This design comes from an exercise in tuning for small area on the open sky130 flow, not from production work.
Only simulation tests tie the RTL to the original design; equivalence was not proved.
No activity file was given, so power comes from the tool's default toggle rates.

<file path="flow/run.sh">
#!/bin/bash
# synth_recipe.tcl (not shown) runs the flow's synth.tcl, then flattens the netlist and writes it again
# the make line also repeats each setting of config.mk as NAME=value (left out here)
make -C /OpenROAD-flow-scripts/flow DESIGN_CONFIG=/design/flow/config.mk WORK_HOME=/design/flow/orfs CLKGATE_MAP_FILE= SYNTH_SCRIPT=/design/flow/synth_recipe.tcl finish
</file>
<file path="flow/config.mk">
export PLATFORM = sky130hd
export DESIGN_NAME = cam_repl
export DESIGN_NICKNAME = cam_repl
export VERILOG_FILES = /design/flow/design.v
export SDC_FILE = /design/flow/constraint.sdc
export NUM_CORES = 4
export LEC_CHECK = 0
export CAP_MARGIN = 20
export CORE_MARGIN = 2
export CORE_UTILIZATION = 40
export SETUP_SLACK_MARGIN = 0.3
export SLEW_MARGIN = 20
</file>
<file path="flow/constraint.sdc">
create_clock -name core_clock -period 8.0 [get_ports {clk}]
set_input_delay 1.6000 -clock core_clock [delete_from_list [all_inputs] [get_ports {clk}]]
set_output_delay 1.6000 -clock core_clock [all_outputs]
set_load 0.01 [all_outputs]
</file>
<file path="flow/design.v">
`default_nettype none
module cam_repl #(
    parameter int DATA_SIZE = 19,
    parameter int DEPTH     = 16,
    parameter int IDX_W     = $clog2(DEPTH),
    parameter int NSEARCH   = 3
) (
    input  logic                         clk,
    input  logic                         rst,
    input  logic                         flush,
    input  logic                         inv_en,
    input  logic [IDX_W-1:0]             inv_idx,
    input  logic                         wr_en,
    input  logic [IDX_W-1:0]             wr_idx,
    input  logic                         ins_en,
    input  logic [DATA_SIZE-1:0]         wdata,
    input  logic [IDX_W-1:0]             addr,
    output logic [DATA_SIZE-1:0]         data,
    output logic                         vld,
    input  logic [NSEARCH*DATA_SIZE-1:0] rdata,
    output logic [NSEARCH*DEPTH-1:0]     hit,
    output logic [NSEARCH-1:0]           hit_any,
    output logic [NSEARCH*IDX_W-1:0]     hit_idx,
    output logic [NSEARCH-1:0]           multi,
    output logic                         ins_done,
    output logic [IDX_W-1:0]             ins_idx,
    output logic                         full
);
    localparam logic [IDX_W-1:0] c_idx_one = IDX_W'(1);
    localparam logic [DEPTH-1:0] c_vec_one = DEPTH'(1);
    logic [DATA_SIZE-1:0] r_mem [DEPTH];
    logic [DEPTH-1:0]     r_valid;
    logic [IDX_W-1:0]     r_vp;
    logic                 r_ins_done;
    logic [IDX_W-1:0]     r_ins_idx;
    logic [DEPTH-1:0]     w_ins_match;
    logic [IDX_W-1:0]     w_ins_target;
    logic                 w_evict;
    function automatic logic [IDX_W-1:0] f_lowest(input logic [DEPTH-1:0] vec);
        logic [IDX_W-1:0] idx;
        idx = '0;
        for (int i = DEPTH - 1; i >= 0; i--) begin
            if (vec[i]) begin
                idx = IDX_W'(i);
            end
        end
        f_lowest = idx;
    endfunction
    genvar k, e;
    generate
        for (k = 0; k < NSEARCH; k++) begin : g_port
            logic [DATA_SIZE-1:0] w_key;
            logic [DEPTH-1:0]     w_hit;
            assign w_key = rdata[k*DATA_SIZE +: DATA_SIZE];
            for (e = 0; e < DEPTH; e++) begin : g_entry
                assign w_hit[e] = r_valid[e] && (r_mem[e] == w_key);
            end
            assign hit[k*DEPTH +: DEPTH]     = w_hit;
            assign hit_any[k]                = |w_hit;
            assign hit_idx[k*IDX_W +: IDX_W] = f_lowest(w_hit);
            assign multi[k]                  = (w_hit & (w_hit - c_vec_one)) != '0;
        end
        for (e = 0; e < DEPTH; e++) begin : g_ins_cmp
            assign w_ins_match[e] = r_valid[e] && (r_mem[e] == wdata);
        end
    endgenerate
    always_comb begin
        w_ins_target = r_vp;
        w_evict      = 1'b0;
        if (|w_ins_match) begin
            w_ins_target = f_lowest(w_ins_match);
        end else if (!(&r_valid)) begin
            w_ins_target = f_lowest(~r_valid);
        end else begin
            w_evict      = 1'b1;
        end
    end
    always_ff @(posedge clk) begin
        if (!rst) begin
            r_valid    <= '0;
            r_vp       <= '0;
            r_ins_done <= 1'b0;
            r_ins_idx  <= '0;
            for (int j = 0; j < DEPTH; j++) begin
                r_mem[j] <= '0;
            end
        end else begin
            r_ins_done <= 1'b0;
            if (flush) begin
                r_valid <= '0;
            end else if (inv_en) begin
                r_valid[inv_idx] <= 1'b0;
            end else if (wr_en) begin
                r_mem[wr_idx]   <= wdata;
                r_valid[wr_idx] <= 1'b1;
            end else if (ins_en) begin
                r_mem[w_ins_target]   <= wdata;
                r_valid[w_ins_target] <= 1'b1;
                r_ins_done            <= 1'b1;
                r_ins_idx             <= w_ins_target;
                if (w_evict) begin
                    r_vp <= r_vp + c_idx_one;
                end
            end
        end
    end
    assign data     = r_mem[addr];
    assign vld      = r_valid[addr];
    assign full     = &r_valid;
    assign ins_done = r_ins_done;
    assign ins_idx  = r_ins_idx;
endmodule
`default_nettype wire
</file>
==> flow_summary_export.csv, run 1 <==
group,metric,value,unit
flow_run,cap_violations,0,
synth,netlist.area_leader.share,0.272,
critical_path,path_delay_family,"buffers and inverters",
detailed_routing,vias,30200,
critical_path,reg2reg_depth,13,
clocking,cts_root_buf,"clkbuf_16",
synth,syn_area_per_cell,9.38,µm²
critical_path,worstPathMaxFanout,6,
detailed_routing,route.detailed.drc,0,
global_routing,antenna_found_initial,22,
synth,synth_top_area_cell,"edfxtp_1",
clocking,post-cts-setup-buffer-count,0,
critical_path,crit_type,"input pin to output port",
power,power_density,147,nW/µm²
power,ir_drop,0.138,mV
global_routing,grtUsageMet1,0.535,
detailed_routing,routed_wl,183000,µm
global_routing,grt.overflow.total,0,
synth,ys_ff_latch,329,
sta,fin_hold_ws,509,ps
critical_path,rr_endpoint,"r_mem[2][3]$_SDFFCE_PN0P_",
detailed_routing,ant_nets,0,
clocking,cts_hold_buf,0,
outcome,status,"complete, no violations",
sta,slew_violations,0,
die,dieArea,86300,µm²
die,initial_core_util,0.402,
critical_path,crit_path_cell_trace,"clkdlybuf4s50_1, xor2_1, nor4_1, nand3_1, nor3_1, buf_4, nor3_1, and3_1, nand3_1, nor2_1, o22ai_1, a2111oi_0, nand2_1, clkdlybuf4s50_1",
die,chipWidth,294,µm
synth,syn-num-nets,3687,
sta,period_needed,7500,ps
critical_path,r2r_setup_slack,2420,ps
critical_path,rr_startpoint,"r_mem[8][4]$_SDFFCE_PN0P_",
synth,async_flop_share,0,
finish,drive_above_1_share,0.128,
worst_hold_path,min_from,"r_ins_idx[0]$_SDFFE_PN0P_",
critical_path,crit_path_end_kind,"output port",
sta,report.final.hold_viol_count,0,
global_routing,grt_use_met2,0.600,
sta,worstMarginPinSlew,1190,ps
synth,yosys_warnings,1,
clocking,cts_tree,"done",
finish,area_delta_synth_final,11.2,%
clocking,cts_buffers,40,
sta,slew_headroom,0.204,
detailed_routing,post_drt_wl_per_cell,40.0,µm
synth,seq_area_frac_synth,0.287,
clocking,clk_pin_slew,60,ps
global_routing,track_usage,0.415,
synth,ys.flop_type,"edfxtp_1",
placement,port_buffers,185,
critical_path,required,6400,ps
synth,synth-edff-count,304,
placement,pre_cts_ws,507,ps
clocking,htree_num_levels,2,
worst_hold_path,hold_depth,1,
sta,timing.fmax,0.133,GHz
die,fp.coreArea,83400,µm²
detailed_routing,viasPerCell,6.61,
clocking,cts.sinks,329,
synth,synthTopCellsByArea,"edfxtp_1 27%, xor2_1 19%, xnor2_1 13%",
power,cellLeakagePower,13.6,nW
synth,netlist_instances,3580,
worst_hold_path,hp-class,"flop to flop",
sta,finalWorstSetupSlack,497,ps
clocking,clk_latency,590,ps
critical_path,cp.arrival,5900,ps
die,rows,106,
global_routing,top_usage_layer,"met2",
sta,rsz0062_at_grt,"no",
critical_path,critPathMaxStageDelay,970,ps
placement,gp_congestion,1.06,
finish,final_nets,3563,
global_routing,first_global_vias,28100,
global_routing,grt_max_degree,57,
critical_path,worstSetupStartpointType,"input pin",
critical_path,crit_slowest_cell,"clkdlybuf4s50_1",
placement,postPlaceCellArea,35900,µm²
clocking,cts.path.max_buffers,3,
synth,synth.distinct_cells,79,
synth,syn-cell-area,33600,µm²
clocking,cts_resized,0,
global_routing,use_met3,0.131,
placement,dp_cells,4494,
sta,fin_tns_setup,0,ps
die,die_y,294,µm
critical_path,crit_buf_inv,3,
finish,fin_area,37300,µm²
sta,period_share,0.938,
detailed_routing,drt_first_pass_iters,6,
finish,final_cells,4571,
detailed_routing,drt_iter0_drc,4512,
placement,dp_hpwl,140000,µm
worst_hold_path,whs_endpoint,"r_ins_idx[0]$_SDFFE_PN0P_",
sta,fin_skew,24.5,ps
global_routing,grt_pass1_wl,245000,µm
die,pin_count,186,
sta,setup_viol,0,
## area by class of cell
cell class	count	area, µm²
well taps	1080	1350
fillers	8006	46100
diodes	5	12.5
flip-flops and latches	329	9630
multi-input cells	2622	21100
repair buffers	410	3660
inverters	53	199
clock buffers	49	1060
clock inverters	23	328
## logic make-up after synthesis
logic type	Yosys count	share of synthesized area
buffers and inverters	629	0.0854
XOR/XNOR	1222	0.320
flip-flops	329	0.287
adder cells (fa/ha/maj)	19	0.00663
AO/OA/AOI/OAI	156	0.0331
AND/OR/NAND/NOR	1116	0.199
multiplexers	109	0.0698
## routing by layer
metal,routed length [µm],up-vias
met2,75000,2537
met1,69900,14900
met4,14100,30
met3,23600,762
met5,182,-
li1,-,12000
## worst register-to-register path, cell delays in order (launching register included)
cell and delay, ps:
edfxtp_1 610, xnor2_2 270, nand4_1 130, nor4b_2 270, nand4_1 670, o2111ai_1 530, a221o_1 350, nand3_2 260
inv_2 180, a32o_1 950, buf_4 350, nand2_1 70, nand2_1 360, buf_4 280
## sequential cells by signal, summed over array words and instances, names as in the netlist
name and flops:
r_ins_done 1, r_valid 16, r_ins_idx 4, r_vp 4, r_mem 304
## how the worst max path moves through the flow
stage,start,to,slack [ps],cells after the start
finish,rdata[15],multi[0],500,14
CTS,rdata[11],multi[0],520,14
global placement,rdata[36],multi[1],520,14
detailed placement,rdata[11],multi[0],510,14
floorplan,rdata[30],multi[1],2120,12
global route,rdata[15],multi[0],360,14
## metrics by stage
stage / util / total power, W
6_report: 0.448 / 0.00548
5_1_grt: 0.447 / 0.00558
4_1_cts: 0.447 / 0.00543
3_5_place_dp: 0.431 / 0.00346
3_3_place_gp: 0.431 / 0.00347
2_1_floorplan: - / 0.00290
## where the power goes
group          internal [W]  switching (W)  total [W]  leakage, nW
Clock               0.00120       0.000786    0.00198        0.667
Combinational      0.000516       0.000798    0.00131         9.57
Sequential          0.00194       0.000240    0.00218         3.33
## cells in the mapped netlist, types with 9 or more instances
cell / count
mux2i_1: 9
edfxtp_1: 304
nand3_1: 50
o21ai_0: 35
buf_1: 83
dfxtp_1: 25
buf_6: 31
nand2b_1: 28
a21oi_1: 32
nor2b_1: 14
nor2_1: 97
clkbuf_1: 270
buf_4: 13
and3_1: 23
buf_2: 123
xor2_1: 725
nor4_1: 221
nor4b_1: 29
and2_1: 294
xnor2_1: 493
mux4_2: 100
ha_1: 13
nor3_1: 53
inv_1: 51
nand2_1: 61
clkbuf_2: 56
nand4_1: 208
## placed cells by master (no fill, tap or decap), drive strengths merged, types with 5 or more instances in the layout
cell type,instances
and3,23
xnor2,497
inv,55
mux2i,9
nand2b,28
and2,294
nor2,101
nor3,56
a21oi,33
diode,5
edfxtp,304
clkinv,11
ha,13
maj3,6
nor3b,5
clkdlybuf4s50,159
or3,6
dfxtp,25
o21ai,41
nor4,221
nand4,209
a211oi,6
nand2,61
mux4,100
a2111oi,7
bufinv,8
o22ai,5
xor2,725
a221oi,8
nor4b,34
buf,247
clkbuf,49
nand3,52
nor2b,14
a31oi,8
==> run 2, diff against run 1 <==
--- a/flow/config.mk
+++ b/flow/config.mk
@@ -5,8 +5,9 @@
 export SDC_FILE = /design/flow/constraint.sdc
 export NUM_CORES = 4
 export LEC_CHECK = 0
+export ABC_AREA = 1
 export CAP_MARGIN = 20
 export CORE_MARGIN = 2
-export CORE_UTILIZATION = 40
+export CORE_UTILIZATION = 60
 export SETUP_SLACK_MARGIN = 0.3
 export SLEW_MARGIN = 20
==> run 2 against run 1 <==
Compared with the run above:
- the flow now stops in global routing (5_1_grt)
- synthesized cell count is 26% higher
- synthesized area is 7.3% lower
==> flow_summary_export.csv, run 2 <==
group,metric,value,unit
clocking,cts.path.max_buffers,3,
global_routing,grt_max_degree,164,
global_routing,track_usage,0.892,
outcome,error_line,"[ERROR GRT-0116] Global routing finished with congestion. Check the congestion regions in the DRC Viewer.",
synth,synth.distinct_cells,55,
synth,synthTopCellsByArea,"edfxtp_1 29%, o22ai_1 13%, nand2_1 9.9%",
placement,port_buffers,185,
synth,yosys-top-cells-count,"819 x nand2_1, 633 x o22ai_1, 477 x nor2_1",
placement,dp_hpwl,146000,µm
synth,syn-cell-area,31100,µm²
clocking,cts.sinks,329,
global_routing,first_global_vias,45200,
clocking,cts_hold_buf,0,
placement,gp_congestion,1.53,
synth,synth.most_common_cell,"nand2_1",
synth,netlist.area_leader.share,0.293,
synth,seq_area_frac_synth,0.310,
clocking,cts_buffers,35,
die,initial_core_util,0.606,
synth,synth_top_area_cell,"edfxtp_1",
synth,synth-edff-count,304,
clocking,cts_root_buf,"clkbuf_16",
synth,ys_ff_latch,329,
outcome,lastStage,"global routing (5_1_grt)",
synth,netlist_instances,4510,
synth,syn_area_per_cell,6.90,µm²
clocking,htree_num_levels,2,
synth,syn-num-nets,4617,
global_routing,grt_pass1_wl,351000,µm
clocking,post-cts-setup-buffer-count,0,
die,chipWidth,232,µm
die,rows,83,
synth,async_flop_share,0,
outcome,status,"aborted with a tool error",
clocking,cts_resized,0,
synth,ys.flop_type,"edfxtp_1",
die,pin_count,186,
placement,postPlaceCellArea,33900,µm²
global_routing,grt.overflow.total,560,
die,die_y,232,µm
synth,yosys_warnings,1,
==> run 2: cell count changes after synthesis, moves of 201 or more <==
cell	delta
nand2_1	+758
o21ai_0	+203
inv_1	+418
and2_1	-289
nor2_1	+380
xnor2_1	-434
o22ai_1	+629
xor2_1	-601
a21oi_1	+201
==> run 2: cell families after synthesis <==
family          share of synthesized area
compound gates                      0.287
fa+ha+maj                         0.00523
buf+inv                             0.115
simple gates                        0.231
xor+xnor                           0.0515
flops                               0.310
==> run 2: stage by stage <==
step	setup slack, ps	total power (W)	std cells	hold slack [ps]	util
2_1_floorplan	2500	0.00269	4510	454	-
3_3_place_gp	814	0.00330	5212	464	0.660
3_5_place_dp	771	0.00330	5212	465	0.660
4_1_cts	757	0.00486	5273	475	0.681
==> run 2: routing by layer <==
layer | GRT overflow | track usage
met1 | 73 | 0.902
met2 | 229 | 0.961
met3 | 75 | 0.843
met4 | 170 | 0.838
met5 | 13 | 0.719
==> run 2: worst max path at each step <==
stage | slack, ps | end | start | cells after the start
after detailed placement | 770 | hit_idx[4] | rdata[21] | 19
after global placement | 810 | hit_idx[4] | rdata[21] | 19
after floorplan | 2500 | hit_idx[0] | rdata[12] | 21
after CTS | 760 | hit_idx[4] | rdata[21] | 19
==> run 2: power by group through the flow <==
stage / Clock, W / Combinational [W] / Sequential, W
after floorplan: 0 / 0.000683 / 0.00201
after global placement: 0 / 0.00122 / 0.00208
after detailed placement: 0 / 0.00122 / 0.00208
after CTS: 0.00159 / 0.00122 / 0.00205

[port drivers added, routing unchanged]
The results above use ideal ports. As a check the final layout listed here was re-extracted and re-timed, cells and wires unchanged.
Step 1 sets driving cells, clkbuf_16 on the clock port and buf_2 on the other inputs (assumed; they add their load-dependent delay and slew).
Step 2 moves the port delays by t, midway between the first and last clock arrival at a register: inputs arrive t later, outputs are due t later. That takes back most of the time a late clock gives input paths.
Three values: no drivers, after step 1, after step 2; two values: the first two.
run: run 1
t, ns: 0.650
setup WS [ns]: 0.497 / 0.455 / 0.455
worst slew at a driven data input, ns: 0.12
After both steps run 1 still meets setup and hold. For run 1, drivers alone change the setup slack by -0.042 ns; drivers and shift together by -0.042 ns.
